Source: an optimization exercise on an open RTL-to-GDS flow (aim: small area, a short achievable clock period and few clock cycles per item). Production flows keep margins and buffers that such runs may drop.
Function was checked by simulation only, so behaviour that the tests miss may differ from the original.
Power and IR drop assume default switching activity.

==> flow/config.mk <==
export PLATFORM = sky130hd
export DESIGN_NAME = lbm_moments
export DESIGN_NICKNAME = lbm_moments
export VERILOG_FILES = /design/flow/design.v
export SDC_FILE = /design/flow/constraint.sdc
export NUM_CORES = 4
export LEC_CHECK = 0
export ABC_CLOCK_PERIOD_IN_PS = 3000
export CAP_MARGIN = 20
export CORE_MARGIN = 2
export CORE_UTILIZATION = 40
export SETUP_SLACK_MARGIN = 4.6
export SLEW_MARGIN = 20
export TNS_END_PERCENT = 20
==> flow/standard.sh <==
#!/bin/bash
# synth_recipe.tcl (not shown) runs the flow's synth.tcl, then flattens the netlist and writes it again
# the make line also repeats each setting of config.mk as NAME=value (left out here)
make -C /OpenROAD-flow-scripts/flow DESIGN_CONFIG=/design/flow/config.mk WORK_HOME=/design/flow/orfs CLKGATE_MAP_FILE= SYNTH_SCRIPT=/design/flow/synth_recipe.tcl "${@:-finish}"
==> flow/flow/run.sh <==
#!/bin/bash
set -e
cp standard.sh standard.sh.txt
export BUFFER_PORTS_ARGS="-buffer_cell sky130_fd_sc_hd__buf_1"
export CTS_ARGS="-sink_clustering_enable -repair_clock_nets -dont_use_dummy_load"
bash standard.sh > standard.log 2>&1
==> flow/constraint.sdc <==
create_clock -name core_clock -period 8.0 [get_ports {clock_50}]
set_input_delay 1.6000 -clock core_clock [delete_from_list [all_inputs] [get_ports {clock_50}]]
set_output_delay 1.6000 -clock core_clock [all_outputs]
set_load 0.01 [all_outputs]
==> flow/design.v <==
`default_nettype none
package lbm_pkg;
  localparam int q_dirs = 9;
endpackage
`default_nettype wire
`default_nettype none
module moment_add #(
  parameter int W = 33
) (
  input  logic [W-1:0] a,
  input  logic [W-1:0] b,
  input  logic         cin,
  output logic [W-1:0] s,
  output logic         cout
);
  localparam int N  = W + 1;
  localparam int LV = $clog2(N);
  logic [N-1:0] gi, pi, g, p, gn, pn;
  always_comb begin
    gi = {a & b, cin};
    pi = {a ^ b, 1'b0};
    g  = gi;
    p  = pi;
    for (int l = 0; l < LV; l++) begin
      gn = g;
      pn = p;
      for (int i = 0; i < N; i++) begin
        if (i >= (1 << l)) begin
          gn[i] = g[i] | (p[i] & g[i - (1 << l)]);
          pn[i] = p[i] & p[i - (1 << l)];
        end
      end
      g = gn;
      p = pn;
    end
    s    = pi[N-1:1] ^ g[N-2:0];
    cout = g[N-1];
  end
endmodule
module moment_add_bk #(
  parameter int W = 33
) (
  input  logic [W-1:0] a,
  input  logic [W-1:0] b,
  input  logic         cin,
  output logic [W-1:0] s,
  output logic         cout
);
  localparam int N  = W + 1;
  localparam int LV = $clog2(N);
  logic [N-1:0] gi, pi;
  logic [N-1:0] g, p;
  logic [N-1:0] gn, pn;
  always_comb begin
    gi = {a & b, cin};
    pi = {a ^ b, 1'b0};
    g  = gi;
    p  = pi;
    for (int l = 1; l <= LV; l++) begin
      gn = g;
      pn = p;
      for (int i = 0; i < N; i++) begin
        if (((i + 1) % (1 << l)) == 0) begin
          gn[i] = g[i] | (p[i] & g[i - (1 << (l - 1))]);
          pn[i] = p[i] & p[i - (1 << (l - 1))];
        end
      end
      g = gn;
      p = pn;
    end
    for (int l = LV - 1; l >= 1; l--) begin
      gn = g;
      pn = p;
      for (int i = 0; i < N; i++) begin
        if (((i + 1) % (1 << l)) == (1 << (l - 1)) && i >= (1 << l)) begin
          gn[i] = g[i] | (p[i] & g[i - (1 << (l - 1))]);
          pn[i] = p[i] & p[i - (1 << (l - 1))];
        end
      end
      g = gn;
      p = pn;
    end
    s    = pi[N-1:1] ^ g[N-2:0];
    cout = g[N-1];
  end
endmodule
`default_nettype wire
`default_nettype none
module fp_divider (
  input  logic               clock_50,
  input  logic               m_idle,
  input  logic               m_abs,
  input  logic               m_step,
  input  logic               m_fin,
  input  logic               n_acc,      
  input  logic               n_abs,
  input  logic               n_step,
  input  logic               n_fin,
  input  logic               full,       
  input  logic               hi_en,      
  input  logic               zero_div,
  input  logic               sa_low,     
  input  logic               sa_step,    
  input  logic               sb_term,    
  input  logic               sb_rho,     
  input  logic               sb_low,     
  input  logic               acc_sub_next,  
  input  logic [31:0]        term,
  input  logic signed [31:0] rho,
  output logic               short_ok,   
  output logic               neg,        
  output logic               ovf,
  output logic [31:0]        quotient
);
  logic [31:0] rem;
  logic [32:0] low;
  logic        x;          
  logic        mag_small;  
  logic        sgn;
  logic        hi;
  logic        r_ovf;      
  logic [32:0] op_a;
  logic [32:0] op_b;
  logic [32:0] sum;
  logic        cout;
  logic        qbit;
  logic        too_big;
  assign neg = sgn ^ rho[31];
  assign op_a = ({1'b0, low[31:0]} & {33{sa_low}})
              | ({rem, low[32]}    & {33{sa_step}});
  assign op_b = (({term[31], term} & {33{sb_term}})
              |  ({rho[31], rho}   & {33{sb_rho}})
              |  (low              & {33{sb_low}})) ^ {33{x}};
  moment_add #(.W(33)) i_add (
    .a    (op_a),
    .b    (op_b),
    .cin  (x),
    .s    (sum),
    .cout (cout)
  );
  assign qbit     = ~sum[32];
  assign short_ok = mag_small && !r_ovf && (low[17:0] != '1);
  assign too_big  = hi || low[32] || (low[31] && (!neg || (low[30:0] != '0)));
  always_ff @(posedge clock_50) begin
    if (m_abs) rem <= full ? 32'b0 : {sum[26:0], 5'b0};
    else       rem <= sum[31:0];
    if (m_idle || (m_abs && !full) || (m_fin && (zero_div || too_big))) begin
      low <= '0;
    end else if (m_step) begin
      low <= {low[31:0], qbit};
    end else begin
      low <= {1'b0, sum[31:0]};
    end
    x <= (n_acc && acc_sub_next)
      || (n_abs && sum[31])
      || (n_step && (m_abs ? !rho[31] : qbit ^ rho[31]))
      || (n_fin && neg);
    if (m_abs) begin
      sgn       <= low[31];
      mag_small <= (low[31:26] == 6'b0) || (low[31:25] == 7'h7f);
    end
    if (m_abs) r_ovf <= 1'b0;
    else if (m_step && (sum[32] != sum[31])) r_ovf <= 1'b1;
    if (m_abs) hi <= 1'b0;
    else if (m_step && hi_en && qbit) hi <= 1'b1;
    if (m_idle) ovf <= 1'b0;
    else if (m_fin) ovf <= !zero_div && too_big;
  end
  assign quotient = low[31:0];
endmodule
`default_nettype wire
`default_nettype none
module lbm_moments #(
  parameter int DATA_WIDTH = 32,
  parameter int FRAC_BITS  = 24
) (
  input  logic                          clock_50,
  input  logic                          arst_n,
  input  logic                          req,
  input  logic [lbm_pkg::q_dirs*DATA_WIDTH-1:0]  fin,
  output logic                          ack,
  output logic signed [DATA_WIDTH-1:0]  rho,
  output logic signed [DATA_WIDTH-1:0]  ux,
  output logic signed [DATA_WIDTH-1:0]  uy,
  output logic                          dbz,
  output logic                          ovf_x,
  output logic                          ovf_y
);
  logic        m_idle, m_acc, m_abs, m_step, m_fin, m_ack;
  logic        n_idle, n_acc, n_abs, n_step, n_fin, n_ack;
  logic        full;
  logic [5:0]  cnt;
  logic        last_step;
  logic        redo;
  logic        done_pos;
  logic        sa_low, sa_step, sb_rho, sb_low;
  logic        sbt_x, sbt_y;
  logic [8:1]  tsel;
  logic [8:1]  nsel;
  logic [31:0] term;
  logic [31:0] term_next;
  logic        px_en_n, px_sub_n, py_en_n, py_sub_n;
  logic [31:0] rho_r;
  logic        dbz_r;
  logic        ok_x, ok_y;
  logic        neg_x, neg_y;
  logic        hi_en;
  logic [31:0] ux_q, uy_q;
  logic [31:0] rho_sum;
  assign ack = m_ack;
  assign rho = rho_r;
  assign dbz = dbz_r;
  assign ux  = ux_q;
  assign uy  = uy_q;
  assign nsel = m_idle ? 8'b0000_0001 : {tsel[7:1], 1'b0};
  always_comb begin
    term_next = '0;
    for (int i = 1; i <= 8; i++) begin
      term_next = term_next | (fin[32*i +: 32] & {32{nsel[i]}});
    end
  end
  assign px_en_n  = nsel[1] | nsel[3] | nsel[5] | nsel[6] | nsel[7] | nsel[8];
  assign px_sub_n = nsel[3] | nsel[6] | nsel[7];
  assign py_en_n  = nsel[2] | nsel[4] | nsel[5] | nsel[6] | nsel[7] | nsel[8];
  assign py_sub_n = nsel[4] | nsel[7] | nsel[8];
  assign last_step = full ? (cnt == 6'd57) : (cnt == 6'd19);
  assign redo      = !full && !(ok_x && ok_y);
  assign done_pos  = !full && !neg_x && !neg_y;
  assign hi_en     = full && (cnt <= 6'd24);
  always_comb begin
    n_idle = m_idle && !req || m_ack && !req || m_step && last_step && redo;
    n_acc  = m_idle && req || m_acc && !tsel[8];
    n_abs  = m_acc && tsel[8];
    n_step = m_abs || m_step && !last_step;
    n_fin  = m_step && last_step && !redo && !done_pos;
    n_ack  = m_step && last_step && !redo && done_pos || m_fin || m_ack && req;
  end
  fp_divider div_ux (
    .clock_50     (clock_50),
    .m_idle       (m_idle),
    .m_abs        (m_abs),
    .m_step       (m_step),
    .m_fin        (m_fin),
    .n_acc        (n_acc),
    .n_abs        (n_abs),
    .n_step       (n_step),
    .n_fin        (n_fin),
    .full         (full),
    .hi_en        (hi_en),
    .zero_div     (dbz_r),
    .sa_low       (sa_low),
    .sa_step      (sa_step),
    .sb_term      (sbt_x),
    .sb_rho       (sb_rho),
    .sb_low       (sb_low),
    .acc_sub_next (px_sub_n),
    .term         (term),
    .rho          (rho_r),
    .short_ok     (ok_x),
    .neg          (neg_x),
    .ovf          (ovf_x),
    .quotient     (ux_q)
  );
  fp_divider div_uy (
    .clock_50     (clock_50),
    .m_idle       (m_idle),
    .m_abs        (m_abs),
    .m_step       (m_step),
    .m_fin        (m_fin),
    .n_acc        (n_acc),
    .n_abs        (n_abs),
    .n_step       (n_step),
    .n_fin        (n_fin),
    .full         (full),
    .hi_en        (hi_en),
    .zero_div     (dbz_r),
    .sa_low       (sa_low),
    .sa_step      (sa_step),
    .sb_term      (sbt_y),
    .sb_rho       (sb_rho),
    .sb_low       (sb_low),
    .acc_sub_next (py_sub_n),
    .term         (term),
    .rho          (rho_r),
    .short_ok     (ok_y),
    .neg          (neg_y),
    .ovf          (ovf_y),
    .quotient     (uy_q)
  );
  moment_add_bk #(.W(32)) i_rho_add (
    .a    (rho_r),
    .b    (term),
    .cin  (1'b0),
    .s    (rho_sum),
    .cout ()
  );
  always_ff @(posedge clock_50) begin
    if (m_idle) rho_r <= fin[0 +: 32];
    else        rho_r <= rho_sum;
    term <= term_next;
    tsel <= nsel;
    if (m_abs) dbz_r <= (rho_r == '0);
    if (m_abs) cnt <= 6'd1;
    else       cnt <= cnt + 6'd1;
    sa_low  <= n_acc;
    sa_step <= n_step;
    sb_rho  <= n_step;
    sb_low  <= n_abs || n_fin || n_ack;
    sbt_x   <= n_acc && px_en_n;
    sbt_y   <= n_acc && py_en_n;
  end
  always_ff @(posedge clock_50 or negedge arst_n) begin
    if (!arst_n) begin
      m_idle <= 1'b1;
      m_acc  <= 1'b0;
      m_abs  <= 1'b0;
      m_step <= 1'b0;
      m_fin  <= 1'b0;
      m_ack  <= 1'b0;
      full   <= 1'b0;
    end else begin
      m_idle <= n_idle;
      m_acc  <= n_acc;
      m_abs  <= n_abs;
      m_step <= n_step;
      m_fin  <= n_fin;
      m_ack  <= n_ack;
      if (m_step && last_step) full <= redo;
    end
  end
endmodule
`default_nettype wire
==> metrics.md, run 1 <==
| Metric | Value |
|---|---|
| P_leak | `7.70 nW` |
| WHS | `0.471 ns` |
| CTS max path bufs | `3` |
| Final period util | `0.469` |
| Arr. time, crit path | `4.16 ns` |
| CP startpoint kind | `flip-flop` |
| RD Place Congestion | `0.972` |
| Hold Path Class | `reg -> reg` |
| Number of global-route vias before repair | `16,200` |
| Routed len/inst | `27.9 um` |
| Initial core utilization | `0.407` |
| Synthesized Nets | `2,236` |
| Post-synth top area share | `0.281` |
| Die Width | `202 um` |
| DP Cell Count | `2,572` |
| Largest net degree at the start of global routing | `69` |
| Sw Pwr | `5.19 mW` |
| DR vias | `17,000` |
| H-tree levels | `1` |
| First-pass GRT wire length | `107,000 um` |
| Worst R2R Path Depth | `15` |
| #FFs+latches synth | `233` |
| Nets | `2,572` |
| Worst hold start | `div_uy.hi$_SDFFE_PP0P_` |
| Syn-to-layout area delta | `21.6%` |
| Design internal power | `5.21 mW` |
| Core Rows | `72` |
| Worst-skew pair later-pin latency | `0.59 ns` |
| Status | `no timing/DRC/antenna violations` |
| # IOs | `391` |
| Avg Cell Area, Syn | `8.60 um^2` |
| Yosys cell types | `72` |
| R2r setup slk | `4.25 ns` |
| Largest cells by area after synthesis | `dfxtp_1 28%, ha_1 7.7%, xnor2_1 6.4%, a22o_1 5.6%, a21oi_1 3.9%` |
| FF-to-FF End | `div_ux.low[19]$_SDFF_PP0_` |
| Post-synth EDFFs | `5` |
| Num CTS Buffers | `29` |
| Crit. End Element | `flip-flop` |
| Layout cells sized above 1 | `0.117` |
| Combinational share of power | `0.621` |
| Die height | `202 um` |
| Final Skew | `0.0652 ns` |
| YS warnings | `4` |
| Sw Ratio | `0.499` |
| WS Path Type | `reg -> reg` |
| Tmin final | `3.75 ns` |
| Slew headroom | `0.368` |
| Clock share of power | `0.108` |
| CTS Root Cell | `clkbuf_16` |
| Register area share after synthesis | `0.301` |
| DRT Pass-1 Iters | `6` |
| Number of port buffers | `390` |
| Drt first-iter violations | `1,823` |
| Least-Margin Pin Slew | `0.948 ns` |
| Commonest non-fill, non-tap cells in the layout | `390 x buf_1, 204 x dfxtp_1, 143 x nor2_1` |
| Critical path peak fanout | `14` |
| Total Power | `10.4 mW` |
| Power Dens Cells | `542 mW/mm^2` |
| Maximum vdd ir drop | `0.000224 V` |
| Antenna-violating nets left | `0` |
| Final Hold Viols | `0` |
| Final wirelength | `75,200 um` |
| Pins Over Slew Limit | `0` |
| DRC Markers | `0` |
| Maxcap violations | `0` |
| Async set-reset flop share out of synthesis | `0.0300` |
| Die area | `0.0410 mm^2` |
| RSZ-0062 raised after global routing | `true` |
| CTS tree | `done` |
| Post-Synthesis Cells | `1,833` |
| Sequential share of power | `0.271` |
| Initial antenna violation count | `10` |
| F_max | `0.266 GHz` |
| Vias per cell | `6.32` |
| CP required | `8.41 ns` |
| CP Capture Point | `div_ux.low[19]$_SDFF_PP0_` |
| # clock sinks | `233` |
| Non-Filler Instances | `2,693` |
| Cell accounting for the most synthesized area | `dfxtp_1` |
| Total congestion overflow | `0` |
| Top_reg_cell synth | `dfxtp_1` |
| Core region area | `0.0387 mm^2` |
| Reg2reg start | `sa_step$_DFF_P_` |
| Final setup viols | `0` |
| Area of the mapped netlist | `0.0158 mm^2` |
| Setup TNS | `0 ns` |
| GRT Total Usage | `0.350` |
| Post-DP HPWL | `55,200 um` |
| Clock Pin Slew Worst Setup and Hold Paths | `0.06 ns` |
| Most common cell after layout, fill and taps aside | `buf_1` |
| Worst Setup SP | `sa_step$_DFF_P_` |
==> worst max-delay path, cell delays in order (launching register included) <==
cell and delay, ns:
dfxtp_4 0.41, buf_4 0.17, clkbuf_16 0.17, a222oi_1 0.29, xnor2_1 0.11, ha_1 0.36
and4_1 0.25, a21oi_2 0.17, o2111ai_2 0.16, nand3_2 0.17, or3b_1 0.38, a31o_1 0.24
a21oi_1 0.23, xor2_2 0.27, o21a_1 0.15, nor2_1 0.03
==> metal layers <==
layer | vias to the layer above | global-route usage | share of wire
li1 | 7588 | - | -
met1 | 8224 | 0.435 | 0.38
met4 | 2 | 0.205 | 0.066
met2 | 988 | 0.575 | 0.46
met5 | - | 0 | 0.00017
met3 | 227 | 0.0541 | 0.086
==> synthesized netlist by cell type, drive strengths merged (54+ instances only) <==
cell type  instances
nor2             144
a21oi            126
a22oi             65
nand2            100
a21o              54
o22ai             66
a222oi            62
a22o             100
buf               86
dfxtp            221
o21ai             62
ha                97
nand3             56
clkbuf           104
xnor2            115
==> cells by family after synthesis <==
| group | share of synthesized area |
|---|---|
| adders and majority gates | 0.0961 |
| xor gates and xnor gates | 0.0866 |
| buffers and inverters | 0.0678 |
| muxes | 0.0121 |
| AOI/OAI and AO/OA | 0.302 |
| and+or+nand+nor | 0.134 |
| DFF | 0.301 |
==> sequential cells by signal, indices dropped and copies added, names as in the netlist, 6 cells and up <==
register    cells
div_ux.rem     32
rho_r          32
term           32
div_ux.low     33
cnt             6
tsel            8
div_uy.low     33
div_uy.rem     32
==> what timing repair did <==
action / in CTS / in global routing
pin swaps: 51 / 42
endpoints found under the setup margin: 120 / 115
gates cloned: 4 / 2
buffers inserted: 50 / 28
resized for setup: 56 / 54
hold buffers: 0 / 0
==> power groups by stage <==
stage | Sequential, mW | Clock [mW] | Combinational, mW
CTS | 2.75 | 1.13 | 6.05
floorplan | 2.21 | 0 | 4.44
finish | 2.82 | 1.12 | 6.46
global placement | 2.78 | 0 | 5.50
detailed placement | 2.78 | 0 | 5.57
global route | 2.83 | 1.18 | 7.04
==> cell type report <==
class                   instances  area, um^2
clock buffers                  29         726
repair buffers                495        2470
inverters                      28         105
diodes                          8        20.0
multi-input cells            1382       10400
well taps                     518         648
flip-flops and latches        233        4800
fillers                      3893       19600
==> through the flow <==
step	setup WS (ns)	cell area [um^2]	utilization
final	4.25	19200	0.495
after global routing	4.10	19200	0.495
after CTS	4.36	18700	0.482
after detailed placement	3.64	17200	0.443
after global placement	3.76	17200	0.443
after floorplan	4.55	15900	-
==> worst min path at each step <==
stage / to / slack, ns / cells after the start
6_report: div_uy.hi$_SDFFE_PP0P_ / 0.47 / 2
5_1_grt: cnt[0]$_SDFF_PP1_ / 0.51 / 1
4_1_cts: div_uy.hi$_SDFFE_PP0P_ / 0.47 / 2
3_5_place_dp: div_uy.hi$_SDFFE_PP0P_ / 0.46 / 2
3_3_place_gp: div_uy.hi$_SDFFE_PP0P_ / 0.45 / 2
2_1_floorplan: tsel[1]$_DFF_P_ / 0.42 / 0
Testbench counts, summed over its fixed seeds: cycles 11,803, items 384.
==> inputs of run 2 (changes only) <==
--- a/flow/config.mk
+++ b/flow/config.mk
@@ -11,4 +11,4 @@
 export CORE_UTILIZATION = 40
 export SETUP_SLACK_MARGIN = 4.6
 export SLEW_MARGIN = 20
-export TNS_END_PERCENT = 20
+export TNS_END_PERCENT = 0
==> run 2 against run 1 <==
  * Still clean
  * First-iteration DRC count rose by 12%
  * Final area down 4.3%
  * Count of clock-buffer cells in the layout fell by 1
  * Critical path depth down 2
  * Fmax up 1.2%
  * Area after synthesis is the same
  * Largest cell class unchanged
==> metrics.md, run 2 <==
| Metric | Value |
|---|---|
| # clock sinks | `233 (unchanged)` |
| PnR worst setup slack | `4.29 ns (+0.0427 ns)` |
| Non-Filler Instances | `2,630 (-2.3%)` |
| Initial antenna violation count | `4 (-6)` |
| Most frequent cell after synthesis | `dfxtp_1` |
| Pins Over Slew Limit | `0 (unchanged)` |
| Hold Path Class | `reg -> reg` |
| Post-synth top area share | `0.281 (unchanged)` |
| YS warnings | `4 (unchanged)` |
| Commonest non-fill, non-tap cells in the layout | `390 x buf_1, 210 x dfxtp_1, 143 x nor2_1` |
| Initial core utilization | `0.407 (unchanged)` |
| CTS tree | `done` |
| # IOs | `391 (unchanged)` |
| Setup TNS | `0 ns (unchanged)` |
| CP required | `8.43 ns (+0.02 ns)` |
| Cell accounting for the most synthesized area | `dfxtp_1` |
| WHS | `0.479 ns (+0.00792 ns)` |
| WS Path Type | `reg -> reg` |
| Clock Pin Slew Worst Setup and Hold Paths | `0.06 ns (about the same)` |
| Clock share of power | `0.110 (+0.002)` |
| RD Place Congestion | `0.985 (+1.3%)` |
| Top_reg_cell synth | `dfxtp_1` |
| Sw Pwr | `5.02 mW (-3.3%)` |
| Crit path buffers/inverters | `0 (-2)` |
| Met3 routed WL | `6900 um (+6.6%)` |
| Critical path's largest stage delay | `0.70 ns (+0.29 ns)` |
| Sw Ratio | `0.507 (+0.00738)` |
| Core Rows | `72 (unchanged)` |
| CP startpoint kind | `flip-flop` |
| Most common cell after layout, fill and taps aside | `buf_1` |
| Top layer in use | `met5` |
| Antenna-violating nets left | `0 (unchanged)` |
| CTS Root Cell | `clkbuf_16` |
| Crit path cell chain | `a222oi_1 > xnor2_1 > ha_1 > and4_1 > nand3_1 > o22ai_2 > a21oi_4 > a211oi_2 > o21ai_1 > nand3_1 > xnor2_2 > nor3_1 > or4_1` |
| Nets | `2,513 (-2.3%)` |
| Met1 WL | `28,500 um (-1.4%)` |
| Met2 wire len | `34,400 um (-1.2%)` |
| Dpl cell area | `0.0172 mm^2 (about the same)` |
| DP Cell Count | `2,571 (-0.039%)` |
| Total congestion overflow | `0 (unchanged)` |
| Final wirelength | `74,800 um (-0.58%)` |
| Die height | `202 um (unchanged)` |
| Async set-reset flop share out of synthesis | `0.0300 (unchanged)` |
| Worst Setup SP | `rho_r[16]$_DFF_P_` |
| Status | `no timing/DRC/antenna violations` |
| Design Area, Final | `0.0183 mm^2 (-4.3%)` |
| Design internal power | `4.89 mW (-6.1%)` |
| GRT Total Usage | `0.354 (+0.00355)` |
| Power Dens Cells | `540 mW/mm^2 (-0.37%)` |
| Avg Cell Area, Syn | `8.60 um^2 (unchanged)` |
| Sequential share of power | `0.285 (+0.014)` |
| Yosys cell types | `72 (unchanged)` |
| Top flop regs | `div_ux.low (33), div_uy.low (33)` |
| Least-Margin Pin Slew | `1.04 ns (+0.0899 ns)` |
| Routed len/inst | `28.4 um (+1.8%)` |
| Die area | `0.0410 mm^2 (unchanged)` |
| H-tree levels | `1 (unchanged)` |
| Crit. End Element | `flip-flop` |
| Number of global-route vias before repair | `16,200 (+0.27%)` |
| Place WS | `3.33 ns (-0.317 ns)` |
| Slowest stage cell, crit path | `dfxtp_1` |
| Drt first-iter violations | `2,049 (+12%)` |
| Synthesized Nets | `2,236 (unchanged)` |
| Largest cells by area after synthesis | `dfxtp_1 28%, ha_1 7.7%, xnor2_1 6.4%, a22o_1 5.6%, a21oi_1 3.9%` |
| Maximum vdd ir drop | `0.000197 V (-12%)` |
| Area of the mapped netlist | `0.0158 mm^2 (unchanged)` |
| P_leak | `7.32 nW (-4.9%)` |
| Worst-skew pair later-pin latency | `0.57 ns (-0.02 ns)` |
| Reg2reg start | `rho_r[16]$_DFF_P_` |
| Tmin final | `3.71 ns (-0.0427 ns)` |
| Post-Synthesis Cells | `1,833 (unchanged)` |
| Post-layout util | `0.473 (-0.0214)` |
| CTS Hold Bufs | `0 (unchanged)` |
| Worst hold start | `cnt[0]$_SDFF_PP1_` |
| Final setup viols | `0 (unchanged)` |
| CP top delay family | `simple AND/OR/NAND/NOR gates` |
| Post-synth EDFFs | `5 (unchanged)` |
| Maxcap violations | `0 (unchanged)` |
| Arr. time, crit path | `4.14 ns (-0.02 ns)` |
| Die Width | `202 um (unchanged)` |
| RSZ-0062 raised after global routing | `true` |
| Syn-to-layout area delta | `16.4%` |
| Register area share after synthesis | `0.301 (unchanged)` |
| Largest net degree at the start of global routing | `72 (+4.3%)` |
| Final period util | `0.464 (-0.00534)` |
| Top cells by count, synth | `221 x dfxtp_1, 144 x nor2_1, 124 x a21oi_1, 115 x xnor2_1, 104 x clkbuf_1` |
| First-pass GRT wire length | `108,000 um (+0.60%)` |
| DR vias | `16,900 (-0.92%)` |
| DRT Pass-1 Iters | `8 (+2)` |
| Total Power | `9.91 mW (-4.7%)` |
| Critical path peak fanout | `5 (-9)` |
| Combinational share of power | `0.605 (-0.016)` |
| Crit path top cell by count | `nand3_1` |
| Final Hold Viols | `0 (unchanged)` |
| DRC Markers | `0 (unchanged)` |
| CTS max path bufs | `3 (unchanged)` |
| Core region area | `0.0387 mm^2 (unchanged)` |
| Layout cells sized above 1 | `0.0754 (-0.0418)` |
| F_max | `0.270 GHz (+1.2%)` |
| Vias per cell | `6.42 (+1.5%)` |
| Number of port buffers | `390 (unchanged)` |
| Slew headroom | `0.308 (-0.0600)` |
| Fill cell count | `3,931 (+0.98%)` |
| R2r setup slk | `4.29 ns (+0.04 ns)` |
| Final Skew | `0.0287 ns (-0.0365 ns)` |
| #FFs+latches synth | `233 (unchanged)` |
| Num CTS Buffers | `28 (-3.4%)` |
| Post-DP HPWL | `55,900 um (+1.3%)` |
[run 2: cell counts after synthesis]
No cell type changed its count.
[run 2: power groups by stage]
stage / logic [mW] / registers [mW] / clock network (mW)
after floorplan: 4.43 / 2.21 / 0
after global placement: 5.44 / 2.84 / 0
after detailed placement: 5.51 / 2.84 / 0
after CTS: 5.85 / 2.78 / 1.11
after global routing: 6.54 / 2.84 / 1.15
final: 5.99 / 2.82 / 1.09
[run 2: final timing paths]
kind | cells after the start | endpoint
setup / recovery | 13 | div_ux.x$_DFF_P_
hold / removal | 1 | cnt[0]$_SDFF_PP1_
setup reg to reg | 13 | div_ux.x$_DFF_P_
hold reg to reg | 1 | cnt[0]$_SDFF_PP1_
max in group asynchronous | 1 | m_idle$_DFF_PN1_
min in group asynchronous | 1 | m_acc$_DFF_PN0_
[run 2: cell families after synthesis]
group	synth area share
AOI/OAI and AO/OA	0.302
xor gates and xnor gates	0.0866
adders and majority gates	0.0961
buffers and inverters	0.0678
DFF	0.301
muxes	0.0121
and+or+nand+nor	0.134
[run 2: what timing repair did]
action	in CTS	in global routing
endpoints found under the setup margin	134	98
pin swaps	20	10
gates cloned	1	0
resized for setup	42	7
setup buffers	24	2
[run 2: layer usage]
layer,up-vias,global-route usage
met2,1065,0.583
met3,186,0.0506
met5,-,0
met1,8149,0.442
li1,7470,-
met4,2,0.204
[run 2: final cells by class]
type	instances	area, um^2	area share
clock buffer	28	701	0.0382
multi-input combinational	1382	10200	0.555
tap	518	648	0.0353
sequential	233	4790	0.261
inverter	28	105	0.00573
antenna	4	10.0	0.000546
timing repair buffer	437	1920	0.104
==> inputs of run 3 (changes only) <==
--- a/flow/config.mk
+++ b/flow/config.mk
@@ -9,6 +9,6 @@
 export CAP_MARGIN = 20
 export CORE_MARGIN = 2
 export CORE_UTILIZATION = 40
-export SETUP_SLACK_MARGIN = 4.6
+export SETUP_SLACK_MARGIN = 4.3
 export SLEW_MARGIN = 20
 export TNS_END_PERCENT = 0
==> run 3 against run 2 <==
  * Flip-flop and latch count unchanged
  * Critical path type unchanged
  * Final cell count is essentially flat
  * Largest cell class unchanged
  * Sequential share of layout area fell by 0.099 points
  * Final area rose by 0.23%
==> metrics.md, run 3 <==
| Metric | Value |
|---|---|
| Status | `no timing/DRC/antenna violations` |
| GRT Total Usage | `0.341 (-0.0122)` |
| Post-Synthesis Cells | `1,833 (unchanged)` |
| Area of the mapped netlist | `0.0158 mm^2 (unchanged)` |
| Critical path peak fanout | `26 (+21)` |
| Worst-skew pair later-pin latency | `0.59 ns (+0.02 ns)` |
| Core Rows | `72 (unchanged)` |
| F_max | `0.267 GHz (-0.94%)` |
| Most frequent cell after synthesis | `dfxtp_1` |
| Adder-Cell Fraction of Synth Area | `0.0961 (unchanged)` |
| Fill cell count | `3,894 (-0.94%)` |
| Final wirelength | `73,800 um (-1.4%)` |
| Non-Filler Instances | `2,632 (+0.076%)` |
| Slowest stage cell, crit path | `dfxtp_4` |
| # IOs | `391 (unchanged)` |
| Die Width | `202 um (unchanged)` |
| Top_reg_cell synth | `dfxtp_1` |
| Layout cells sized above 1 | `0.0718 (-0.00362)` |
| Initial core utilization | `0.407 (unchanged)` |
| Maximum vdd ir drop | `0.000200 V (+1.7%)` |
| Critical path's largest stage delay | `0.49 ns (-0.21 ns)` |
| Commonest non-fill, non-tap cells in the layout | `390 x buf_1, 214 x dfxtp_1, 144 x nor2_1` |
| CP top delay family | `compound AO/OA/AOI/OAI gates` |
| CTS Root Cell | `clkbuf_16` |
| CP startpoint kind | `flip-flop` |
| Multiplexer share of the synthesized area | `0.0121 (unchanged)` |
| P_leak | `7.30 nW (-0.18%)` |
| Clock Pin Slew Worst Setup and Hold Paths | `0.06 ns (about the same)` |
| Core region area | `0.0387 mm^2 (unchanged)` |
| H-tree levels | `1 (unchanged)` |
| Tmin final | `3.75 ns (+0.0353 ns)` |
| Final period util | `0.468 (+0.00441)` |
| Hold Path Class | `reg -> reg` |
| Total congestion overflow | `0 (unchanged)` |
| Nets | `2,508 (-0.20%)` |
| Setup TNS | `0 ns (unchanged)` |
| Syn-to-layout area delta | `16.6%` |
| Pins Over Slew Limit | `0 (unchanged)` |
| Num CTS Buffers | `29 (+3.6%)` |
| Power Dens Cells | `541 mW/mm^2 (+0.17%)` |
| Dpl cell area | `0.0171 mm^2 (-0.34%)` |
| Main combinational cell family by area after synthesis | `compound AO/OA/AOI/OAI gates` |
| Synthesized Nets | `2,236 (unchanged)` |
| Final Hold Viols | `0 (unchanged)` |
| Drt first-iter violations | `1,660 (-19%)` |
| Register area share after synthesis | `0.301 (unchanged)` |
| Die height | `202 um (unchanged)` |
| CTS Hold Bufs | `0 (unchanged)` |
| Top flop regs | `div_ux.low (33), div_uy.low (33)` |
| Most common cell after layout, fill and taps aside | `buf_1` |
| CP required | `8.51 ns (+0.08 ns)` |
| Place WS | `3.70 ns (+0.371 ns)` |
| Worst hold start | `cnt[0]$_SDFF_PP1_` |
| Die area | `0.0410 mm^2 (unchanged)` |
| Design Area, Final | `0.0184 mm^2 (+0.23%)` |
| Number of port buffers | `390 (unchanged)` |
| Yosys cell types | `72 (unchanged)` |
| Crit. End Element | `flip-flop` |
| PnR worst setup slack | `4.25 ns (-0.0353 ns)` |
| Avg Cell Area, Syn | `8.60 um^2 (unchanged)` |
| WS Path Type | `reg -> reg` |
| Synth Area in Compound Gates | `0.302 (unchanged)` |
| Antenna-violating nets left | `0 (unchanged)` |
| Worst Setup SP | `sa_step$_DFF_P_` |
| DR vias | `16,600 (-1.7%)` |
| Post-synth top area share | `0.281 (unchanged)` |
| Least-Margin Pin Slew | `1.15 ns (+0.113 ns)` |
| Initial antenna violation count | `12 (+8)` |
| Slew headroom | `0.233 (-0.0751)` |
| Cell accounting for the most synthesized area | `dfxtp_1` |
| XOR/XNOR Fraction of Synth Area | `0.0866 (unchanged)` |
| DRC Markers | `0 (unchanged)` |
| RSZ-0062 raised after global routing | `true` |
| Largest net degree at the start of global routing | `88 (+22%)` |
| Number of global-route vias before repair | `15,900 (-1.7%)` |
| # clock sinks | `233 (unchanged)` |
| #FFs+latches synth | `233 (unchanged)` |
| Crit path cell chain | `buf_16 > a222oi_1 > xnor2_1 > ha_2 > a211oi_2 > o21ai_0 > a31oi_1 > o21ai_4 > a21oi_1 > nand3_2 > a31oi_4 > xnor2_2 > mux2_2 > o221ai_1` |
| DRT Pass-1 Iters | `9 (+1)` |
| Arr. time, crit path | `4.25 ns (+0.11 ns)` |
| Largest cells by area after synthesis | `dfxtp_1 28%, ha_1 7.7%, xnor2_1 6.4%, a22o_1 5.6%, a21oi_1 3.9%` |
| CTS max path bufs | `3 (unchanged)` |
| YS warnings | `4 (unchanged)` |
| RD Place Congestion | `1.01 (+2.2%)` |
| Vias per cell | `6.30 (-1.8%)` |
| Post-synth EDFFs | `5 (unchanged)` |
| Reg2reg start | `sa_step$_DFF_P_` |
| Total Power | `9.95 mW (+0.40%)` |
| Final Skew | `0.0438 ns (+0.0151 ns)` |
| Async set-reset flop share out of synthesis | `0.0300 (unchanged)` |
| CTS tree | `done` |
| Top cells by count, synth | `221 x dfxtp_1, 144 x nor2_1, 124 x a21oi_1, 115 x xnor2_1, 104 x clkbuf_1` |
| Post-DP HPWL | `55,700 um (-0.22%)` |
| Simple logic cell fraction of the synthesized area | `0.134 (unchanged)` |
| Routed len/inst | `28.0 um (-1.5%)` |
| Final setup viols | `0 (unchanged)` |
| Crit path buffers/inverters | `1 (+1)` |
| Maxcap violations | `0 (unchanged)` |
| DP Cell Count | `2,569 (-0.078%)` |
| First-pass GRT wire length | `105,000 um (-3.1%)` |
## run 3: final timing paths
path	end	slack (ns)	depth (start not counted)
worst max-delay path	div_uy.x$_DFF_P_	4.25	14
worst min-delay path	cnt[0]$_SDFF_PP1_	0.47	1
worst max register to register	div_uy.x$_DFF_P_	4.25	14
worst min register to register	cnt[0]$_SDFF_PP1_	0.47	1
max in group asynchronous	m_step$_DFF_PN0_	6.75	1
min in group asynchronous	m_step$_DFF_PN0_	0.92	1
## run 3: report_power, final
| part | leakage, nW | switching [mW] | internal [mW] | total [mW] |
|---|---|---|---|---|
| Sequential | 1.98 | 1.04 | 1.78 | 2.82 |
| Combinational | 4.97 | 3.50 | 2.51 | 6.01 |
| Clock | 0.357 | 0.493 | 0.627 | 1.12 |
## run 3: cell families after synthesis
group	after synthesis
and+or+nand+nor	442
DFF	233
AOI/OAI and AO/OA	656
buffers and inverters	218
adders and majority gates	112
xor gates and xnor gates	155
muxes	17
## run 3: final cells by class
class / instances / area (um^2) / share of cell area
diodes: 11 / 27.5 / 0.00150
clock buffers: 29 / 726 / 0.0395
inverters: 28 / 105 / 0.00572
multi-input cells: 1382 / 10200 / 0.554
flip-flops and latches: 233 / 4780 / 0.260
well taps: 518 / 648 / 0.0353
repair buffers: 431 / 1900 / 0.104
## run 3: timing repair
item | in CTS | in global routing
gates resized for setup | 23 | 39
hold endpoints to repair | 0 | 0
buffers inserted | 6 | 13
pin swaps | 1 | 33
endpoints found under the setup margin | 91 | 68
cloned | 0 | 4
## run 3: routing by layer
metal,global-route usage,vias to the layer above,wire [um]
li1,-,7463,-
met1,0.430,8012,28900
met2,0.573,908,34700
met3,0.0506,196,6100
met4,0.164,2,4040
met5,0,-,9
## run 3: metrics by stage
step / hold slack, ns / utilization
floorplan: 0.424 / -
global placement: 0.452 / 0.442
detailed placement: 0.456 / 0.442
CTS: 0.469 / 0.464
global route: 0.488 / 0.474
finish: 0.468 / 0.475
==> inputs of run 4 (changes only) <==
--- a/flow/config.mk
+++ b/flow/config.mk
@@ -9,6 +9,6 @@
 export CAP_MARGIN = 20
 export CORE_MARGIN = 2
 export CORE_UTILIZATION = 40
-export SETUP_SLACK_MARGIN = 4.3
+export SETUP_SLACK_MARGIN = 5
 export SLEW_MARGIN = 20
 export TNS_END_PERCENT = 0
==> run 4 against run 3 <==
  * Still clean
  * Hold slack improved by 0.011 ns
  * Critical path depth fell by 1
  * Combinational power barely moved
  * Global-route usage rose by 1.2 points
  * Worst setup slack improved by 0.035 ns
  * Sequential power barely moved
  * Critical path type unchanged
  * Critical endpoint is now div_ux.x$_DFF_P_
  * Largest power group unchanged
==> metrics.md, run 4 <==
| Metric | Value |
|---|---|
| CTS tree | `done` |
| Dpl cell area | `0.0172 mm^2 (+0.34%)` |
| Non-Filler Instances | `2,630 (-0.076%)` |
| Pins Over Slew Limit | `0 (unchanged)` |
| Initial antenna violation count | `4 (-8)` |
| Initial core utilization | `0.407 (unchanged)` |
| Most frequent cell after synthesis | `dfxtp_1` |
| Post-layout util | `0.473 (-0.00107)` |
| Power Dens Cells | `540 mW/mm^2 (-0.17%)` |
| Number of global-route vias before repair | `16,200 (+1.8%)` |
| Die area | `0.0410 mm^2 (unchanged)` |
| Worst hold start | `cnt[0]$_SDFF_PP1_` |
| Layout cells sized above 1 | `0.0754 (+0.00362)` |
| Commonest non-fill, non-tap cells in the layout | `390 x buf_1, 210 x dfxtp_1, 143 x nor2_1` |
| Crit path top cell by count | `nand3_1` |
| Num CTS Buffers | `28 (-3.4%)` |
| Yosys cell types | `72 (unchanged)` |
| First-pass GRT wire length | `108,000 um (+3.2%)` |
| Tmin final | `3.71 ns (-0.0353 ns)` |
| Top flop regs | `div_ux.low (33), div_uy.low (33)` |
| Worst-skew pair later-pin latency | `0.57 ns (-0.02 ns)` |
| Area of the mapped netlist | `0.0158 mm^2 (unchanged)` |
| Antenna-violating nets left | `0 (unchanged)` |
| Crit path cell chain | `a222oi_1 > xnor2_1 > ha_1 > and4_1 > nand3_1 > o22ai_2 > a21oi_4 > a211oi_2 > o21ai_1 > nand3_1 > xnor2_2 > nor3_1 > or4_1` |
| R2r setup slk | `4.29 ns (+0.04 ns)` |
| PnR worst setup slack | `4.29 ns (+0.0353 ns)` |
| Largest net degree at the start of global routing | `72 (-18%)` |
| Hold Crit Depth | `1 (unchanged)` |
| Top cells by count, synth | `221 x dfxtp_1, 144 x nor2_1, 124 x a21oi_1, 115 x xnor2_1, 104 x clkbuf_1` |
| H-tree levels | `1 (unchanged)` |
| Core region area | `0.0387 mm^2 (unchanged)` |
| Slowest stage cell, crit path | `dfxtp_1` |
| Least-Margin Pin Slew | `1.04 ns (-0.113 ns)` |
| CTS Hold Bufs | `0 (unchanged)` |
| CP top delay family | `simple AND/OR/NAND/NOR gates` |
| Fill cell count | `3,931 (+0.95%)` |
| # clock sinks | `233 (unchanged)` |
| F_max | `0.270 GHz (+0.95%)` |
| Largest cells by area after synthesis | `dfxtp_1 28%, ha_1 7.7%, xnor2_1 6.4%, a22o_1 5.6%, a21oi_1 3.9%` |
| Setup TNS | `0 ns (unchanged)` |
| Critical path's largest stage delay | `0.70 ns (+0.21 ns)` |
| Die Width | `202 um (unchanged)` |
| DRT Pass-1 Iters | `8 (-1)` |
| Arr. time, crit path | `4.14 ns (-0.11 ns)` |
| Post-synth top area share | `0.281 (unchanged)` |
| Critical path peak fanout | `5 (-81%)` |
| Post-DP HPWL | `55,900 um (+0.22%)` |
| CP required | `8.43 ns (-0.08 ns)` |
| CTS Root Cell | `clkbuf_16` |
| RD Place Congestion | `0.985 (-2.1%)` |
| Hold Path End | `cnt[0]$_SDFF_PP1_` |
| #FFs+latches synth | `233 (unchanged)` |
| Final wirelength | `74,800 um (+1.4%)` |
| Crit. End Element | `flip-flop` |
| GRT Total Usage | `0.354 (+0.0122)` |
| DP Cell Count | `2,571 (+0.078%)` |
| FF-to-FF End | `div_ux.x$_DFF_P_` |
| Design Area, Final | `0.0183 mm^2 (-0.22%)` |
| Most common cell after layout, fill and taps aside | `buf_1` |
| Maximum vdd ir drop | `0.000197 V (-1.7%)` |
| Top_reg_cell synth | `dfxtp_1` |
| WHS | `0.479 ns (+0.0112 ns)` |
| Nets | `2,513 (+0.20%)` |
| Final period util | `0.464 (-0.00441)` |
| DR vias | `16,900 (+1.8%)` |
| CTS max path bufs | `3 (unchanged)` |
| WS Path Type | `reg -> reg` |
| Total Power | `9.91 mW (-0.39%)` |
| Vias per cell | `6.42 (+1.8%)` |
| Synthesized Nets | `2,236 (unchanged)` |
| DRC Markers | `0 (unchanged)` |
| Place WS | `3.33 ns (-0.371 ns)` |
| Final setup viols | `0 (unchanged)` |
| Reg2reg start | `rho_r[16]$_DFF_P_` |
| Number of port buffers | `390 (unchanged)` |
| Worst R2R Path Depth | `13 (-1)` |
| Post-Synthesis Cells | `1,833 (unchanged)` |
| Crit path buffers/inverters | `0 (-1)` |
| P_leak | `7.32 nW (+0.18%)` |
| Async set-reset flop share out of synthesis | `0.0300 (unchanged)` |
| Final Skew | `0.0287 ns (-0.0151 ns)` |
| Syn-to-layout area delta | `16.4%` |
| Post-synth EDFFs | `5 (unchanged)` |
| Maxcap violations | `0 (unchanged)` |
| Die height | `202 um (unchanged)` |
| Core Rows | `72 (unchanged)` |
| Slew headroom | `0.308 (+0.0751)` |
| Total congestion overflow | `0 (unchanged)` |
| Routed len/inst | `28.4 um (+1.5%)` |
| CP startpoint kind | `flip-flop` |
| Register area share after synthesis | `0.301 (unchanged)` |
| Avg Cell Area, Syn | `8.60 um^2 (unchanged)` |
| Status | `no timing/DRC/antenna violations` |
| YS warnings | `4 (unchanged)` |
| RSZ-0062 raised after global routing | `true` |
| Hold Path Class | `reg -> reg` |
| Clock Pin Slew Worst Setup and Hold Paths | `0.06 ns (about the same)` |
| Cell accounting for the most synthesized area | `dfxtp_1` |
| Final Hold Viols | `0 (unchanged)` |
| # IOs | `391 (unchanged)` |
| Drt first-iter violations | `2,049 (+23%)` |
-- run 4: changes by cell type in the layout (fill, tap and decap cells not counted), sizes merged --
cell | previous run | this run
buf | 427 | 436
bufbuf | 0 | 1
clkbuf | 33 | 28
diode | 11 | 4
-- run 4: kinds of logic after synthesis --
family | share of synthesized area
xor gates and xnor gates | 0.0866
DFF | 0.301
and+or+nand+nor | 0.134
buffers and inverters | 0.0678
adders and majority gates | 0.0961
AOI/OAI and AO/OA | 0.302
muxes | 0.0121
-- run 4: power breakdown --
| part | total (mW) | leakage (nW) | switching (mW) | internal (mW) |
|---|---|---|---|---|
| Combinational | 5.99 | 4.99 | 3.49 | 2.50 |
| Sequential | 2.82 | 1.98 | 1.04 | 1.79 |
| Clock | 1.09 | 0.345 | 0.486 | 0.607 |
-- run 4: repair_timing --
action / in CTS / in global routing
endpoints found under the setup margin: 161 / 140
buffers inserted: 24 / 2
resized for setup: 42 / 7
gates cloned: 1 / 0
pin swaps: 20 / 10
-- run 4: routing by layer --
| layer | vias to the layer above | part of all wire | track usage |
|---|---|---|---|
| li1 | 7470 | - | - |
| met1 | 8149 | 0.38 | 0.442 |
| met2 | 1065 | 0.46 | 0.583 |
| met3 | 186 | 0.092 | 0.0506 |
| met4 | 2 | 0.066 | 0.204 |
| met5 | - | 0.00017 | 0 |
-- run 4: worst max path at each step --
stage | startpoint | endpoint | cells past startpoint
after global placement | sb_low$_DFF_P_ | div_ux.low[26]$_SDFF_PP0_ | 12
after global routing | sbt_y$_DFF_P_ | div_uy.rem[27]$_DFF_P_ | 13
final | rho_r[16]$_DFF_P_ | div_ux.x$_DFF_P_ | 13
after floorplan | sa_step$_DFF_P_ | div_ux.x$_DFF_P_ | 15
after detailed placement | sa_step$_DFF_P_ | div_uy.x$_DFF_P_ | 14
after CTS | sa_step$_DFF_P_ | div_ux.x$_DFF_P_ | 14
-- run 4: worst register-to-register path, delay by kind of cell (launching register included) --
kind	cells	cell delay, ns
compound gates	5	0.98
fa+ha+maj	1	0.41
simple gates	5	1.15
flops	1	0.70
xor+xnor	2	0.33
-- run 4: area by class of cell --
| cell class | instances | area (um^2) | area share |
|---|---|---|---|
| antenna | 4 | 10.0 | 0.000546 |
| clock buffer | 28 | 701 | 0.0382 |
| inverter | 28 | 105 | 0.00573 |
| multi-input combinational | 1382 | 10200 | 0.555 |
| sequential | 233 | 4790 | 0.261 |
| tap | 518 | 648 | 0.0353 |
| timing repair buffer | 437 | 1920 | 0.104 |
==> inputs of run 5 (changes only) <==
--- a/flow/config.mk
+++ b/flow/config.mk
@@ -9,6 +9,8 @@
 export CAP_MARGIN = 20
 export CORE_MARGIN = 2
 export CORE_UTILIZATION = 40
+export GPL_ROUTABILITY_DRIVEN = 0
+export GPL_TIMING_DRIVEN = 0
 export SETUP_SLACK_MARGIN = 5
 export SLEW_MARGIN = 20
 export TNS_END_PERCENT = 0
==> run 5 against run 4 <==
  * Global-route usage up 3.3 points
  * Final cell count up 6.7%
  * Worst setup slack worse by 0.18 ns
  * Area after synthesis unchanged
  * Highest routed layer is now met4
  * Hold slack worse by 0.014 ns
  * Flip-flop and latch count unchanged
  * Final area up 5.7%
  * Combinational power up 12%
  * Sequential power down 2%
  * Die area unchanged
  * Power up 6.5%
  * First-iteration DRC count up 2.4%
==> metrics.md, run 5 <==
| Metric | Value |
|---|---|
| GRT Total Usage | `0.387 (+0.0330)` |
| First-pass GRT wire length | `116,000 um (+7.6%)` |
| Final Skew | `0.0337 ns (+0.00502 ns)` |
| Synth Area in Compound Gates | `0.302 (unchanged)` |
| DRC Markers | `0 (unchanged)` |
| # IOs | `391 (unchanged)` |
| Nets | `2,689 (+7.0%)` |
| Critical path peak fanout | `10 (+5)` |
| Simple logic cell fraction of the synthesized area | `0.134 (unchanged)` |
| Post-Synthesis Cells | `1,833 (unchanged)` |
| Post-synth top area share | `0.281 (unchanged)` |
| F_max | `0.257 GHz (-4.7%)` |
| Final setup viols | `0 (unchanged)` |
| Post-layout util | `0.501 (+0.0271)` |
| Clock share of power | `0.104 (-0.006)` |
| Worst R2R Path Depth | `16 (+3)` |
| Layout cells sized above 1 | `0.108 (+0.0323)` |
| Pins Over Slew Limit | `0 (unchanged)` |
| Design Area, Final | `0.0194 mm^2 (+5.7%)` |
| Hold Path Class | `reg -> reg` |
| Slowest stage cell, crit path | `or4_1` |
| Register area | `0.00476 mm^2 (-0.63%)` |
| Die area | `0.0410 mm^2 (unchanged)` |
| CTS Root Cell | `clkbuf_16` |
| Post-synth EDFFs | `5 (unchanged)` |
| CTS tree | `done` |
| Async set-reset flop share out of synthesis | `0.0300 (unchanged)` |
| Hold Path End | `tsel[1]$_DFF_P_` |
| XOR/XNOR Fraction of Synth Area | `0.0866 (unchanged)` |
| Final period util | `0.487 (+0.0231)` |
| Worst-skew pair later-pin latency | `0.58 ns (about the same)` |
| #FFs+latches synth | `233 (unchanged)` |
| Area of the mapped netlist | `0.0158 mm^2 (unchanged)` |
| Setup TNS | `0 ns (unchanged)` |
| Worst hold start | `m_idle$_DFF_PN1_` |
| Power Dens Cells | `544 mW/mm^2 (+0.76%)` |
| Drt first-iter violations | `2,099 (+2.4%)` |
| Number of port buffers | `390 (unchanged)` |
| Reg2reg start | `sa_step$_DFF_P_` |
| Adder-Cell Fraction of Synth Area | `0.0961 (unchanged)` |
| Core Rows | `72 (unchanged)` |
| Top flop regs | `div_ux.low (33), div_uy.low (33)` |
| DRT Pass-1 Iters | `10 (+2)` |
| Hold Crit Depth | `0 (-1)` |
| Main combinational cell family by area after synthesis | `compound AO/OA/AOI/OAI gates` |
| Register area share after synthesis | `0.301 (unchanged)` |
| Cell accounting for the most synthesized area | `dfxtp_1` |
| Yosys cell types | `72 (unchanged)` |
| FF-to-FF End | `div_ux.x$_DFF_P_` |
| Clock Pin Slew Worst Setup and Hold Paths | `0.06 ns (about the same)` |
| Most frequent cell after synthesis | `dfxtp_1` |
| Antenna-violating nets left | `0 (unchanged)` |
| Worst Setup SP | `sa_step$_DFF_P_` |
| Most common cell after layout, fill and taps aside | `buf_1` |
| Maxcap violations | `0 (unchanged)` |
| Area occupied by multi-input gates | `0.0103 mm^2 (+1.2%)` |
| Core region area | `0.0387 mm^2 (unchanged)` |
| Vias per cell | `6.36 (-0.93%)` |
| Status | `no timing/DRC/antenna violations` |
| Number of global-route vias before repair | `17,300 (+6.4%)` |
| Slew headroom | `0.289 (-0.0188)` |
| Num CTS Buffers | `28 (unchanged)` |
| Least-Margin Pin Slew | `1.07 ns (+0.0282 ns)` |
| Largest cells by area after synthesis | `dfxtp_1 28%, ha_1 7.7%, xnor2_1 6.4%, a22o_1 5.6%, a21oi_1 3.9%` |
| Design internal power | `5.23 mW (+6.9%)` |
| Fill cell count | `3,902 (-0.74%)` |
| YS warnings | `4 (unchanged)` |
| DP Cell Count | `2,741 (+6.6%)` |
| Sw Pwr | `5.33 mW (+6.1%)` |
| RSZ-0062 raised after global routing | `true` |
| CTS max path bufs | `3 (unchanged)` |
| Die Width | `202 um (unchanged)` |
| Commonest non-fill, non-tap cells in the layout | `401 x buf_1, 219 x dfxtp_1, 144 x nor2_1` |
| Largest net degree at the start of global routing | `14 (-81%)` |
| P_leak | `7.89 nW (+7.9%)` |
| Arr. time, crit path | `4.34 ns (+0.20 ns)` |
| Sw Ratio | `0.505 (-0.00191)` |
| Routed len/inst | `29.2 um (+2.7%)` |
| Initial core utilization | `0.407 (unchanged)` |
| Tmin final | `3.90 ns (+0.185 ns)` |
| CP top delay family | `compound AO/OA/AOI/OAI gates` |
| Crit. End Element | `flip-flop` |
| Crit path cell chain | `clkbuf_16 > clkbuf_16 > a222oi_1 > xnor2_1 > ha_1 > clkbuf_8 > and4_4 > a21oi_4 > o2111ai_4 > nand3_4 > a21oi_4 > a211o_1 > a21oi_2 > xor2_2 > nor2_1 > or4_1` |
| CP required | `8.44 ns (about the same)` |
| # clock sinks | `233 (unchanged)` |
| Synthesized Nets | `2,236 (unchanged)` |
| Avg Cell Area, Syn | `8.60 um^2 (unchanged)` |
| Final wirelength | `81,900 um (+9.5%)` |
| DR vias | `17,800 (+5.7%)` |
| Total Power | `10.6 mW (+6.5%)` |
| Final Hold Viols | `0 (unchanged)` |
| Die height | `202 um (unchanged)` |
| Crit path buffers/inverters | `3 (+3)` |
| H-tree levels | `1 (unchanged)` |
| Top_reg_cell synth | `dfxtp_1` |
| Top cells by count, synth | `221 x dfxtp_1, 144 x nor2_1, 124 x a21oi_1, 115 x xnor2_1, 104 x clkbuf_1` |
| CP startpoint kind | `flip-flop` |
| Sequential share of power | `0.261 (-0.024)` |
| R2r setup slk | `4.10 ns (-0.18 ns)` |
| Combinational share of power | `0.634 (+0.029)` |
| Maximum vdd ir drop | `0.000253 V (+28%)` |
| Dpl cell area | `0.0180 mm^2 (+4.8%)` |
| Critical path's largest stage delay | `0.52 ns (-0.18 ns)` |
| WS Path Type | `reg -> reg` |
| Total congestion overflow | `0 (unchanged)` |
| Initial antenna violation count | `2 (-2)` |
| Post-DP HPWL | `64,900 um (+16%)` |
| Syn-to-layout area delta | `23.0%` |
| Non-Filler Instances | `2,805 (+6.7%)` |
| Multiplexer share of the synthesized area | `0.0121 (unchanged)` |
==> run 5: changes by cell type in the layout (fill, tap and decap cells not counted), moves of 7 or more <==
cell	delta
clkbuf_1	+74
buf_4	+62
buf_1	+11
clkbuf_2	+11
buf_2	+9
dfxtp_1	+9
clkbuf_4	+8
nor2b_1	+7
==> run 5: cell families (layout without fill, tap and decap cells) <==
group                      Yosys count  count (layout)
AOI/OAI and AO/OA                  656             656
xor gates and xnor gates           155             155
adders and majority gates          112             112
buffers and inverters              218             669
DFF                                233             233
muxes                               17              17
other                                0               3
and+or+nand+nor                    442             442
==> run 5: worst max-delay path by stage <==
stage | endpoint | slack [ns] | cells past startpoint
after floorplan | div_ux.x$_DFF_P_ | 4.55 | 15
after global placement | div_uy.x$_DFF_P_ | 3.58 | 15
after detailed placement | div_uy.x$_DFF_P_ | 3.55 | 15
after CTS | div_ux.x$_DFF_P_ | 4.16 | 16
after global routing | div_uy.rem[27]$_DFF_P_ | 4.01 | 14
final | div_ux.x$_DFF_P_ | 4.10 | 16
==> run 5: metrics by stage <==
| stage | hold WS, ns | worst slack (ns) |
|---|---|---|
| global placement | 0.443 | 3.58 |
| global route | 0.469 | 4.01 |
| detailed placement | 0.452 | 3.55 |
| floorplan | 0.424 | 4.55 |
| finish | 0.465 | 4.10 |
| CTS | 0.458 | 4.16 |
==> run 5: layer usage <==
| layer | vias to the layer above | GRT usage | wire [um] |
|---|---|---|---|
| met3 | 292 | 0.0854 | 8310 |
| met1 | 8564 | 0.454 | 29700 |
| met5 | - | 0 | 0 |
| met4 | 0 | 0.296 | 7300 |
| met2 | 1163 | 0.615 | 36600 |
| li1 | 7809 | - | - |
==> run 5: cell type report <==
class,count,area share
Multi-Input combinational cell,1382,0.531
Antenna cell,3,0.000387
Sequential cell,233,0.245
Inverter,28,0.00542
Buffer,190,0.0596
Clock buffer,28,0.0361
Timing Repair Buffer,423,0.0885
Tap cell,518,0.0334
==> run 5: power by group through the flow <==
| stage | clock [mW] | sequential, mW | combinational [mW] |
|---|---|---|---|
| after floorplan | 0 | 2.21 | 4.43 |
| after global routing | 1.14 | 2.76 | 7.23 |
| after detailed placement | 0 | 2.71 | 6.01 |
| after global placement | 0 | 2.71 | 5.89 |
| after CTS | 1.10 | 2.69 | 6.37 |
| final | 1.10 | 2.76 | 6.70 |
==> run 5: what timing repair did <==
| item | in CTS | in global routing |
|---|---|---|
| endpoints found under the setup margin | 169 | 191 |
| cloned | 0 | 0 |
| pin swaps | 45 | 42 |
| hold buffers | 0 | 0 |
| setup buffers | 23 | 10 |
| resized for setup | 76 | 37 |
==> inputs of run 6 (changes only) <==
--- a/flow/config.mk
+++ b/flow/config.mk
@@ -10,7 +10,6 @@
 export CORE_MARGIN = 2
 export CORE_UTILIZATION = 40
 export GPL_ROUTABILITY_DRIVEN = 0
-export GPL_TIMING_DRIVEN = 0
 export SETUP_SLACK_MARGIN = 5
 export SLEW_MARGIN = 20
 export TNS_END_PERCENT = 0
==> run 6 against run 5 <==
  * Final area decreased by 4.4%
  * Register-to-register slack improved by 0.24 ns
  * Via count decreased by 6.1%
  * Critical endpoint unchanged
  * Worst setup slack improved by 0.24 ns
  * Highest routed layer is now met5
  * Count of clock-buffer cells in the layout unchanged
  * Fmax increased by 6.6%
  * Area after synthesis unchanged
  * Non-clock buffer count decreased by 164
  * Routed wire length decreased by 11%
  * Clock skew decreased by 0.0035 ns
  * Sequential power increased by 3%
==> metrics.md, run 6 <==
| Metric | Value |
|---|---|
| Status | `no timing/DRC/antenna violations` |
| CP startpoint kind | `flip-flop` |
| Synthesized Nets | `2,236 (unchanged)` |
| # clock sinks | `233 (unchanged)` |
| YS warnings | `4 (unchanged)` |
| Dpl cell area | `0.0172 mm^2 (-4.5%)` |
| Reg2reg start | `sa_step$_DFF_P_` |
| Avg Cell Area, Syn | `8.60 um^2 (unchanged)` |
| F_max | `0.274 GHz (+6.6%)` |
| First-pass GRT wire length | `105,000 um (-9.7%)` |
| Worst-skew pair later-pin latency | `0.57 ns (about the same)` |
| Final Hold Viols | `0 (unchanged)` |
| Commonest non-fill, non-tap cells in the layout | `390 x buf_1, 209 x dfxtp_1, 144 x nor2_1` |
| Final setup viols | `0 (unchanged)` |
| Crit. End Element | `flip-flop` |
| Drt first-iter violations | `1,933 (-7.9%)` |
| Area occupied by multi-input gates | `0.0103 mm^2 (-0.32%)` |
| Worst R2R Path Depth | `14 (-2)` |
| CTS Hold Bufs | `0 (unchanged)` |
| Post-synth top area share | `0.281 (unchanged)` |
| Die Width | `202 um (unchanged)` |
| Number of global-route vias before repair | `16,200 (-6.3%)` |
| Post-layout util | `0.478 (-0.0221)` |
| Hold Path Class | `reg -> reg` |
| CP required | `8.43 ns (about the same)` |
| Top flop regs | `div_ux.low (33), div_uy.low (33)` |
| CTS Root Cell | `clkbuf_16` |
| CTS tree | `done` |
| Async set-reset flop share out of synthesis | `0.0300 (unchanged)` |
| DR vias | `16,700 (-6.1%)` |
| P_leak | `7.39 nW (-6.4%)` |
| WS Path Type | `reg -> reg` |
| Layout cells sized above 1 | `0.0854 (-0.0223)` |
| #FFs+latches synth | `233 (unchanged)` |
| R2r setup slk | `4.35 ns (+0.24 ns)` |
| Maximum vdd ir drop | `0.000223 V (-12%)` |
| Final wirelength | `73,200 um (-11%)` |
| Nets | `2,525 (-6.1%)` |
| Die height | `202 um (unchanged)` |
| Most frequent cell after synthesis | `dfxtp_1` |
| Worst Setup SP | `sa_step$_DFF_P_` |
| DRC Markers | `0 (unchanged)` |
| Clock Pin Slew Worst Setup and Hold Paths | `0.06 ns (about the same)` |
| Area of the mapped netlist | `0.0158 mm^2 (unchanged)` |
| CP Capture Point | `div_ux.x$_DFF_P_` |
| Yosys cell types | `72 (unchanged)` |
| Register area | `0.00479 mm^2 (+0.66%)` |
| Slew headroom | `0.296 (+0.00629)` |
| Tmin final | `3.65 ns (-0.243 ns)` |
| Initial core utilization | `0.407 (unchanged)` |
| DRT Pass-1 Iters | `9 (-1)` |
| Die area | `0.0410 mm^2 (unchanged)` |
| Power Dens Cells | `539 mW/mm^2 (-0.92%)` |
| Num CTS Buffers | `28 (unchanged)` |
| Register area share after synthesis | `0.301 (unchanged)` |
| Total congestion overflow | `0 (unchanged)` |
| Fill cell count | `3,856 (-1.2%)` |
| RSZ-0062 raised after global routing | `true` |
| Routed len/inst | `27.7 um (-5.3%)` |
| Top_reg_cell synth | `dfxtp_1` |
| Number of port buffers | `390 (unchanged)` |
| H-tree levels | `1 (unchanged)` |
| Core region area | `0.0387 mm^2 (unchanged)` |
| Vias per cell | `6.33 (-0.41%)` |
| Arr. time, crit path | `4.09 ns (-0.25 ns)` |
| Least-Margin Pin Slew | `1.06 ns (-0.00943 ns)` |
| Final period util | `0.457 (-0.0304)` |
| Total Power | `9.99 mW (-5.3%)` |
| Post-Synthesis Cells | `1,833 (unchanged)` |
| Design Area, Final | `0.0185 mm^2 (-4.4%)` |
| Largest net degree at the start of global routing | `86 (+72)` |
| Post-DP HPWL | `55,100 um (-15%)` |
| Critical path peak fanout | `6 (-4)` |
| Cell accounting for the most synthesized area | `dfxtp_1` |
| Final Skew | `0.0302 ns (-0.00352 ns)` |
| Pins Over Slew Limit | `0 (unchanged)` |
| Maxcap violations | `0 (unchanged)` |
| GRT Total Usage | `0.343 (-0.0441)` |
| Setup TNS | `0 ns (unchanged)` |
| Antenna-violating nets left | `0 (unchanged)` |
| Syn-to-layout area delta | `17.6%` |
| # IOs | `391 (unchanged)` |
| Largest cells by area after synthesis | `dfxtp_1 28%, ha_1 7.7%, xnor2_1 6.4%, a22o_1 5.6%, a21oi_1 3.9%` |
| Most common cell after layout, fill and taps aside | `buf_1` |
| Initial antenna violation count | `9 (+7)` |
| FF-to-FF End | `div_ux.x$_DFF_P_` |
| Top cells by count, synth | `221 x dfxtp_1, 144 x nor2_1, 124 x a21oi_1, 115 x xnor2_1, 104 x clkbuf_1` |
| CTS max path bufs | `3 (unchanged)` |
| Core Rows | `72 (unchanged)` |
| Post-synth EDFFs | `5 (unchanged)` |
-- run 6: timing repair --
action / CTS / global route
setup endpoints to repair: 159 / 143
pin swaps: 42 / 21
buffers inserted: 35 / 4
gates resized for setup: 50 / 16
-- run 6: stage by stage --
step | hold slack, ns | std cells | setup slack, ns
finish | 0.470 | 2646 | 4.35
global route | 0.513 | 2644 | 4.24
CTS | 0.478 | 2634 | 4.45
detailed placement | 0.456 | 2571 | 3.60
global placement | 0.455 | 2571 | 3.65
floorplan | 0.424 | 1833 | 4.55
-- run 6: logic make-up (layout without fill, tap and decap cells) --
| logic type | after synthesis | after routing | share of synthesized area |
|---|---|---|---|
| AO/OA/AOI/OAI | 656 | 656 | 0.302 |
| AND/OR/NAND/NOR | 442 | 442 | 0.134 |
| flip-flops | 233 | 233 | 0.301 |
| buffers and inverters | 218 | 505 | 0.0678 |
| XOR/XNOR | 155 | 155 | 0.0866 |
| adder cells (fa/ha/maj) | 112 | 112 | 0.0961 |
| multiplexers | 17 | 17 | 0.0121 |
| other | 0 | 8 | 0 |
-- run 6: worst min path at each step --
stage          cells after the start                   start                      to
5_1_grt                            1       cnt[0]$_SDFF_PP1_       cnt[0]$_SDFF_PP1_
2_1_floorplan                      0        m_idle$_DFF_PN1_         tsel[1]$_DFF_P_
3_3_place_gp                       2  div_uy.hi$_SDFFE_PP0P_  div_uy.hi$_SDFFE_PP0P_
4_1_cts                            2  div_ux.hi$_SDFFE_PP0P_  div_ux.hi$_SDFFE_PP0P_
6_report                           2  div_ux.hi$_SDFFE_PP0P_  div_ux.hi$_SDFFE_PP0P_
3_5_place_dp                       1       cnt[0]$_SDFF_PP1_       cnt[0]$_SDFF_PP1_
-- run 6: area by class of cell --
type	count	share of cell area
Multi-Input combinational cell	1382	0.554
Sequential cell	233	0.258
Timing Repair Buffer	449	0.108
Clock buffer	28	0.0378
Tap cell	518	0.0350
Inverter	28	0.00567
Antenna cell	8	0.00108
-- run 6: layer usage --
layer | vias up | share of wire | global-route usage | wire length (um)
met5 | - | 0.00036 | 0 | 26
met4 | 4 | 0.080 | 0.242 | 5890
met3 | 217 | 0.10 | 0.0700 | 7550
met2 | 1063 | 0.45 | 0.548 | 32900
met1 | 7977 | 0.37 | 0.412 | 26800
li1 | 7488 | - | - | -
-- run 6: where the power goes --
| group | switching, mW | internal [mW] | leakage [nW] |
|---|---|---|---|
| logic | 3.50 | 2.59 | 5.07 |
| clock network | 0.472 | 0.607 | 0.345 |
| registers | 1.05 | 1.79 | 1.98 |
| total | 5.01 | 4.98 | 7.39 |
-- run 6: worst max-delay path, stage by stage, from the launching register on --
cell	delay, ns
dfxtp_4	0.41
buf_12	0.15
a222oi_1	0.39
xnor2_1	0.15
ha_1	0.45
and4_2	0.34
nand3_1	0.13
nor2_1	0.22
a21oi_4	0.10
a211oi_2	0.27
o21ai_1	0.10
nand3_1	0.12
xnor2_2	0.14
nor3_1	0.07
or4_1	0.50

## afterwards: timing with drivers on the ports
The results above use ideal ports. As a check the final layouts listed here were re-extracted and re-timed, cells and wires unchanged. Step 1 assumes that a clkbuf_16 drives the clock port and a buf_2 every other input. Step 2, shift: input delay + t, output delay - t, t = (earliest + latest rising clock arrival at the registers) / 2. This alone moves slack from input paths to output paths. Slacks: ideal / step 1 / step 2; pairs: ideal / step 1.
run	t, ns	slack for setup (ns)	worst setup path after step 2	pins driven straight from the clock port
run 1	0.611	4.247 / 4.247 / 4.247	register to register	1
run 2	0.611	4.290 / 4.290 / 4.290	register to register	1
run 3	0.627	4.255 / 4.255 / 4.255	register to register	1
run 4	0.611	4.290 / 4.290 / 4.290	register to register	1
run 5	0.621	4.105 / 4.105 / 4.105	register to register	1
run 6	0.607	4.348 / 4.348 / 4.348	register to register	1
After both steps every run listed still meets setup and hold.
